This is an optimization exercise on Yosys and OpenROAD, whose aim is a short achievable clock period and few clock cycles per item, not a production implementation. The RTL was checked by simulation tests, not by an equivalence proof against the original design. No activity file was given, so power comes from the tool's default toggle rates.

main:
## lru_recency_table_unit
module lru_recency_table_unit #(
  parameter int unsigned ENTRIES  = 16,
  parameter int unsigned KEY_BITS = 32
) (
  input  wire logic                       clk_i,
  input  wire logic                       rst_ni,
  input  wire logic                       in_valid_i,
  output logic                            in_ready_o,
  input  wire logic [lrt_pkg::KIND_W-1:0] kind_i,
  input  wire logic [lrt_pkg::KEY_W-1:0]  key_i,
  output logic                            out_valid_o,
  input  wire logic                       out_ready_i,
  output logic                            hit_o,
  output logic [lrt_pkg::SLOT_W-1:0]      slot_o,
  output logic                            released_o,
  output logic [lrt_pkg::KEY_W-1:0]       released_key_o
);
  localparam int unsigned N  = ENTRIES;
  localparam int unsigned IW = $clog2(ENTRIES);
  localparam int unsigned KW = lrt_pkg::KEY_W;
  localparam int unsigned NP = N * (N - 1) / 2;
  localparam int unsigned D  = lrt_pkg::QDEPTH;
  localparam int unsigned CW = $clog2(D + 1);
  localparam int unsigned RW = 1 + lrt_pkg::SLOT_W + 1 + KW;
  function automatic integer pidx(input integer i, input integer j);
    pidx = i * N - (i * (i + 1)) / 2 + (j - i - 1);
  endfunction
  logic [CW-1:0] cnt_q, cnt_d;
  logic          busy_q;
  logic          in_xfer;
  logic          pop;
  logic          hv_q;
  assign in_ready_o = !busy_q;
  assign in_xfer    = in_valid_i && !busy_q;
  assign pop        = hv_q && out_ready_i;
  always_comb begin
    cnt_d = cnt_q;
  ...
make LEC_CHECK=0 ABC_CLOCK_PERIOD_IN_PS=2500 CAP_MARGIN=20 CORE_MARGIN=2 CORE_UTILIZATION=60 CTS_CLUSTER_DIAMETER=80 CTS_CLUSTER_SIZE=20 SETUP_SLACK_MARGIN=4.3 SLEW_MARGIN=20 TNS_END_PERCENT=100 finish   # period 6.5 ns
run.sh (not shown) runs the stock make flow with config.mk's settings and CLKGATE_MAP_FILE= SYNTH_SCRIPT=/design/flow/synth_recipe.tcl, a recipe that flattens the netlist after the stock synthesis.
Testbench counts of main, summed over its fixed seeds: cycles 12,048, items 12,000.
Input-level comparison between the feature branch and main:
-- flow/design.v --
<<< main, line 100
  logic [N-2:0][IW-1:0] stk_q;           
  logic [N-2:0][IW-1:0] stk_d;
  logic [IW:0]         nused_q, nused_d;  
  localparam int unsigned GW = 16;
  localparam int unsigned NG = KW / GW;
  logic [KW-1:0]       cell_key [N];
>>> the feature branch, line 100
  logic [N-2:0][IW-1:0] stk_q;           
  logic [N-2:0][IW-1:0] stk_d;
  logic [N:1]          nused_q, nused_d;  
  localparam int unsigned GW = 8;
  localparam int unsigned NG = KW / GW;
  logic [KW-1:0]       cell_key [N];
<<< main, line 112
  logic [N-1:0]        lru;
  logic [N-1:0]        vict;
  assign full   = nused_q[IW];
  assign key_we = pw_slot_q & {N{pw_v_q}};
  always_comb begin
>>> the feature branch, line 112
  logic [N-1:0]        lru;
  logic [N-1:0]        vict;
  assign full   = nused_q[N];
  assign key_we = pw_slot_q & {N{pw_v_q}};
  always_comb begin
<<< main, line 333
          stk_d[k] = stk_q[k+1];
        end
        nused_d = nused_q + (IW+1)'(1);
      end
    end else if (rem_hit) begin
>>> the feature branch, line 333
          stk_d[k] = stk_q[k+1];
        end
        nused_d = {nused_q[N-1:1], 1'b1};
      end
    end else if (rem_hit) begin
<<< main, line 342
        stk_d[k] = stk_q[k-1];
      end
      nused_d = nused_q - (IW+1)'(1);
    end
  end
>>> the feature branch, line 342
        stk_d[k] = stk_q[k-1];
      end
      nused_d = {1'b0, nused_q[N:2]};
    end
  end
<<< main, line 376
  logic [KW-1:0] vkey;
  logic [N-1:0]  t_c_q;
  always_ff @(posedge clk_i) begin
    last_t_q  <= t;
>>> the feature branch, line 376
  logic [KW-1:0] vkey;
  logic [N-1:0]  t_c_q;
  logic [KW-1:0] key_c_q;
  always_ff @(posedge clk_i) begin
    last_t_q  <= t;
<<< main, line 384
    rh_c_q    <= rem_hit;
    t_c_q     <= t;
  end
  logic [IW-1:0] slot_c;
>>> the feature branch, line 385
    rh_c_q    <= rem_hit;
    t_c_q     <= t;
    key_c_q   <= key_b_q;
  end
  logic [IW-1:0] slot_c;
<<< main, line 396
  end
  assign res_c = {hit_c_q, lrt_pkg::SLOT_W'(slot_c), ev_c_q || rh_c_q,
                  vkey & {KW{ev_c_q || rh_c_q}}};
  localparam int unsigned DM = D - 1;
  logic [RW-1:0] mem_q [DM];
  logic [DM-1:0] wr_q, rd_q;            
  logic [CW-1:0] nq_q;                  
  logic          nq_any;
>>> the feature branch, line 398
  end
  assign res_c = {hit_c_q, lrt_pkg::SLOT_W'(slot_c), ev_c_q || rh_c_q,
                  ev_c_q ? vkey : (rh_c_q ? key_c_q : '0)};
  logic [RW-1:0] mem_q [D];
  logic [D-1:0]  wr_q, rd_q;            
  logic [CW-1:0] nq_q;                  
  logic          nq_any;
<<< main, line 409
  logic          take;
  always_ff @(posedge clk_i) begin
    for (int i = 0; i < DM; i++) begin
      if (vc_q && wr_q[i]) begin
        mem_q[i] <= res_c;
>>> the feature branch, line 410
  logic          take;
  always_ff @(posedge clk_i) begin
    for (int i = 0; i < D; i++) begin
      if (vc_q && wr_q[i]) begin
        mem_q[i] <= res_c;
<<< main, line 417
  always_comb begin
    mem_rd = '0;
    for (int i = 0; i < DM; i++) begin
      mem_rd = mem_rd | (mem_q[i] & {RW{rd_q[i]}});
    end
>>> the feature branch, line 418
  always_comb begin
    mem_rd = '0;
    for (int i = 0; i < D; i++) begin
      mem_rd = mem_rd | (mem_q[i] & {RW{rd_q[i]}});
    end
<<< main, line 428
    if (!rst_ni) begin
      hv_q <= 1'b0;
      wr_q <= DM'(1);
      rd_q <= DM'(1);
      nq_q <= '0;
    end else begin
>>> the feature branch, line 429
    if (!rst_ni) begin
      hv_q <= 1'b0;
      wr_q <= D'(1);
      rd_q <= D'(1);
      nq_q <= '0;
    end else begin
<<< main, line 436
      end
      if (vc_q) begin
        wr_q <= {wr_q[DM-2:0], wr_q[DM-1]};
      end
      if (take) begin
        rd_q <= {rd_q[DM-2:0], rd_q[DM-1]};
      end
      if (vc_q && !take) begin
>>> the feature branch, line 437
      end
      if (vc_q) begin
        wr_q <= {wr_q[D-2:0], wr_q[D-1]};
      end
      if (take) begin
        rd_q <= {rd_q[D-2:0], rd_q[D-1]};
      end
      if (vc_q && !take) begin
--- outcome ---
- Maximum achievable frequency went up slightly going from main to the feature branch.
- Met2 routed wirelength: lower on the feature branch
- From main to the feature branch the numbers moved as follows: total setup violations reported at the end of the flow saw little to no change; xor and xnor area share after synthesis saw a decrease.
- The feature branch vs. main: multi-input combinational cell area now sits lower, data arrival time of the critical path now sits lower.
- Against main, global-route wire length before repair in the feature branch fell by a few percent.
- Of the feature branch and main, it is the feature branch that has the higher clock group share of total power.
- Number of non-filler instances in the completed layout, the feature branch and main: smaller value in main
- Diff the feature branch and main: estimated wirelength of the detail-placed design lower in the feature branch
Testbench counts of the feature branch, summed over its fixed seeds: cycles 12,048, items 12,000.


## the baseline
lru_recency_table_unit, a different RTL version from the one above (not shown whole).
For scale: roughly 1400 flip-flops, about 78 I/O pins, ~56000 um^2 of cells after synthesis.
// lru_recency_table_unit
module lru_recency_table_unit #(
  parameter int unsigned ENTRIES  = 16,
  parameter int unsigned KEY_BITS = 32
) (
  input  wire logic                       clk_i,
  input  wire logic                       rst_ni,
  input  wire logic                       in_valid_i,
  output logic                            in_ready_o,
  input  wire logic [lrt_pkg::KIND_W-1:0] kind_i,
  input  wire logic [lrt_pkg::KEY_W-1:0]  key_i,
  output logic                            out_valid_o,
  input  wire logic                       out_ready_i,
  output logic                            hit_o,
  output logic [lrt_pkg::SLOT_W-1:0]      slot_o,
  output logic                            released_o,
  output logic [lrt_pkg::KEY_W-1:0]       released_key_o
);
clock: 6.5 ns
lec_check: 0
abc_clock_period_in_ps: 2500
cap_margin: 20
core_margin: 2
core_utilization: 60
cts_cluster_diameter: 80
cts_cluster_size: 20
setup_slack_margin: 4.3
slew_margin: 20
tns_end_percent: 100
The baseline finished all stages; the layout is clean.
Testbench counts of the baseline, summed over its fixed seeds: cycles 12,048, items 12,000.
#### Input delta (the candidate over the baseline)
diff --git a/flow/design.v b/flow/design.v
--- a/flow/design.v
+++ b/flow/design.v
@@ -186,20 +186,22 @@
   always_comb begin
     for (int s = 0; s < N; s++) begin
       mi[s] = kw_q[s] ? pw_eq : &pi_q[s];
     end
   end
   assign fwd3_eq = (fwd_ins_q || fwd_rem_q) && (&e3p_q);
   always_comb begin
     if (fwd3_eq) begin
       mp = last_t_q & {N{fwd_ins_q}};
+    end else if (fwd_ev_q) begin
+      mp = mi & ~last_t_q;
     end else begin
-      mp = mi & ~key_we;
+      mp = mi;
     end
   end
   always_ff @(posedge clk_i or negedge rst_ni) begin
     if (!rst_ni) begin
       va_q <= 1'b0;
     end else begin
       va_q <= vp_q;
     end
   end
@@ -210,27 +212,29 @@
     eq2_q    <= (key_p_q == key_b_q);
   end
   logic          act_a;
   logic          fwd2_eq;
   logic [N-1:0]  ma;
   logic          eq_ab;
   logic          fwd1_eq;
   logic          hr, mv;
   logic          vb_q, act_b_q, ins_b_q, find_b_q, rem_b_q;
-  logic          meq_q, h0_q, h1_q;
+  logic          eq_b_q, h0_q, h1_q;
   logic [N-1:0]  mb_q;
   assign act_a   = va_q && (kind_a_q != lrt_pkg::KIND_NOP);
   assign fwd2_eq = (fwd_ins_q || fwd_rem_q) && eq2_q;
   always_comb begin
     if (fwd2_eq) begin
       ma = last_t_q & {N{fwd_ins_q}};
+    end else if (fwd_ev_q) begin
+      ma = mp_q & ~last_t_q;
     end else begin
-      ma = mp_q & ~key_we;
+      ma = mp_q;
     end
     ma = ma & {N{act_a}};
   end
   assign eq_ab   = (key_a_q == key_b_q);
   assign fwd1_eq = (ins_b_q || rem_b_q) && eq_ab;
   assign hr      = |ma;
   assign mv      = |(ma & vict);
   always_ff @(posedge clk_i or negedge rst_ni) begin
     if (!rst_ni) begin
@@ -243,35 +247,46 @@
       vb_q     <= va_q;
       act_b_q  <= act_a;
       ins_b_q  <= va_q && (kind_a_q == lrt_pkg::KIND_INSERT);
       find_b_q <= va_q && (kind_a_q == lrt_pkg::KIND_FIND);
       rem_b_q  <= va_q && (kind_a_q == lrt_pkg::KIND_REMOVE);
     end
   end
   always_ff @(posedge clk_i) begin
     key_b_q <= key_a_q;
-    meq_q   <= act_a && fwd1_eq && ins_b_q;
-    mb_q    <= ma & {N{!fwd1_eq}};
+    eq_b_q  <= eq_ab;
+    mb_q    <= ma;
     h0_q    <= act_a && (fwd1_eq ? ins_b_q : hr);
     h1_q    <= act_a && (fwd1_eq ? ins_b_q : (hr && !mv));
   end
+  logic          fwd_eq;
   logic [N-1:0]  m;
   logic          hit;
   logic          ins_miss;
   logic          mtf_hit;
   logic          rem_hit;
   logic [N-1:0]  t;
-  assign m = (last_t_q & {N{meq_q}}) | mb_q;
+  assign fwd_eq = (fwd_ins_q || fwd_rem_q) && eq_b_q;
+  always_comb begin
+    if (fwd_eq) begin
+      m = last_t_q & {N{fwd_ins_q}};
+    end else if (fwd_ev_q) begin
+      m = mb_q & ~last_t_q;
+    end else begin
+      m = mb_q;
+    end
+    m = m & {N{act_b_q}};
+  end
   assign hit      = fwd_ev_q ? h1_q : h0_q;
   assign ins_miss = ins_b_q && !hit;
   assign mtf_hit  = (ins_b_q || find_b_q) && hit;
   assign rem_hit  = rem_b_q && hit;
-  assign t        = ins_miss ? vict : (m & {N{hit}});
+  assign t        = ins_miss ? vict : m;
   logic [NP-1:0] age_v, age_m;
   always_comb begin
     for (int i = 0; i < N; i++) begin
       for (int j = i + 1; j < N; j++) begin
         if (vict[i]) begin
           age_v[pidx(i, j)] = 1'b0;
         end else if (vict[j]) begin
           age_v[pidx(i, j)] = 1'b1;
         end else begin
--- outcome ---
- Per the final summary, the candidate finished and its layout is clean on timing, DRC and antenna.
- The higher met1 routing resource usage after global routing came out of the baseline.
- Number of synthesized register bits: the candidate vs the baseline, no meaningful difference
- Compared with the baseline, the candidate instantiates a larger number of standard cells.
- The candidate vs the baseline on maximum operating frequency: the candidate is the lower one.
- | overall global routing resource usage | higher: the candidate |
- In the tables for the candidate and the baseline, final design area excluding fillers reads higher with the candidate.
- Global-route wire length before repair delta (the candidate − the baseline): unfavourable
- | arithmetic-cell share of the synthesized area counting full adders, half adders and majority gates | the baseline vs the candidate | ≈ equal |
- Compared the candidate against the baseline; overall die height within noise.
- Of the candidate and the baseline, the lower number of antenna cells inserted belongs to the baseline.
- Highest net fanout along the worst path ends up lower on the candidate.
- Relative to the baseline, area share of and/or/nand/nor cells after synthesis decreased by 0.46 points in the candidate.
- In the metrics for the candidate and the baseline, the one carrying the higher combinational power is the baseline.
- The candidate ends up with a routed wire length that is about 3.2% higher than in the baseline.
Testbench counts of the candidate, summed over its fixed seeds: cycles 12,048, items 12,000.

[separate check: timing with driven ports]
The results above use ideal ports. As a check the final layouts listed here were re-extracted and re-timed, cells and wires unchanged. Step 1 assumes that a clkbuf_16 drives the clock port and a buf_2 every other input. Step 2 moves the port delays by t, midway between the first and last clock arrival at a register: inputs arrive t later, outputs are due t later. That takes back most of the time a late clock gives input paths. a / b / c = no drivers / after step 1 / after step 2; a / b = the first two.
| run | shift t [ns] | slack for setup (ns) | slew at the worst register clock pin (ns) |
|---|---|---|---|
| main | 0.751 | 3.944 / 3.868 / 3.480 | 0.10 / 0.10 |
| the feature branch | 0.762 | 3.971 / 3.894 / 3.561 | 0.09 / 0.09 |
| the baseline | 0.745 | 4.009 / 3.946 / 3.473 | 0.09 / 0.09 |
| the candidate | 0.774 | 3.998 / 3.922 / 3.547 | 0.10 / 0.10 |
After both steps every run listed still meets setup and hold. For the baseline, which loses most, drivers alone change the setup slack by -0.063 ns; drivers and shift together by -0.536 ns.
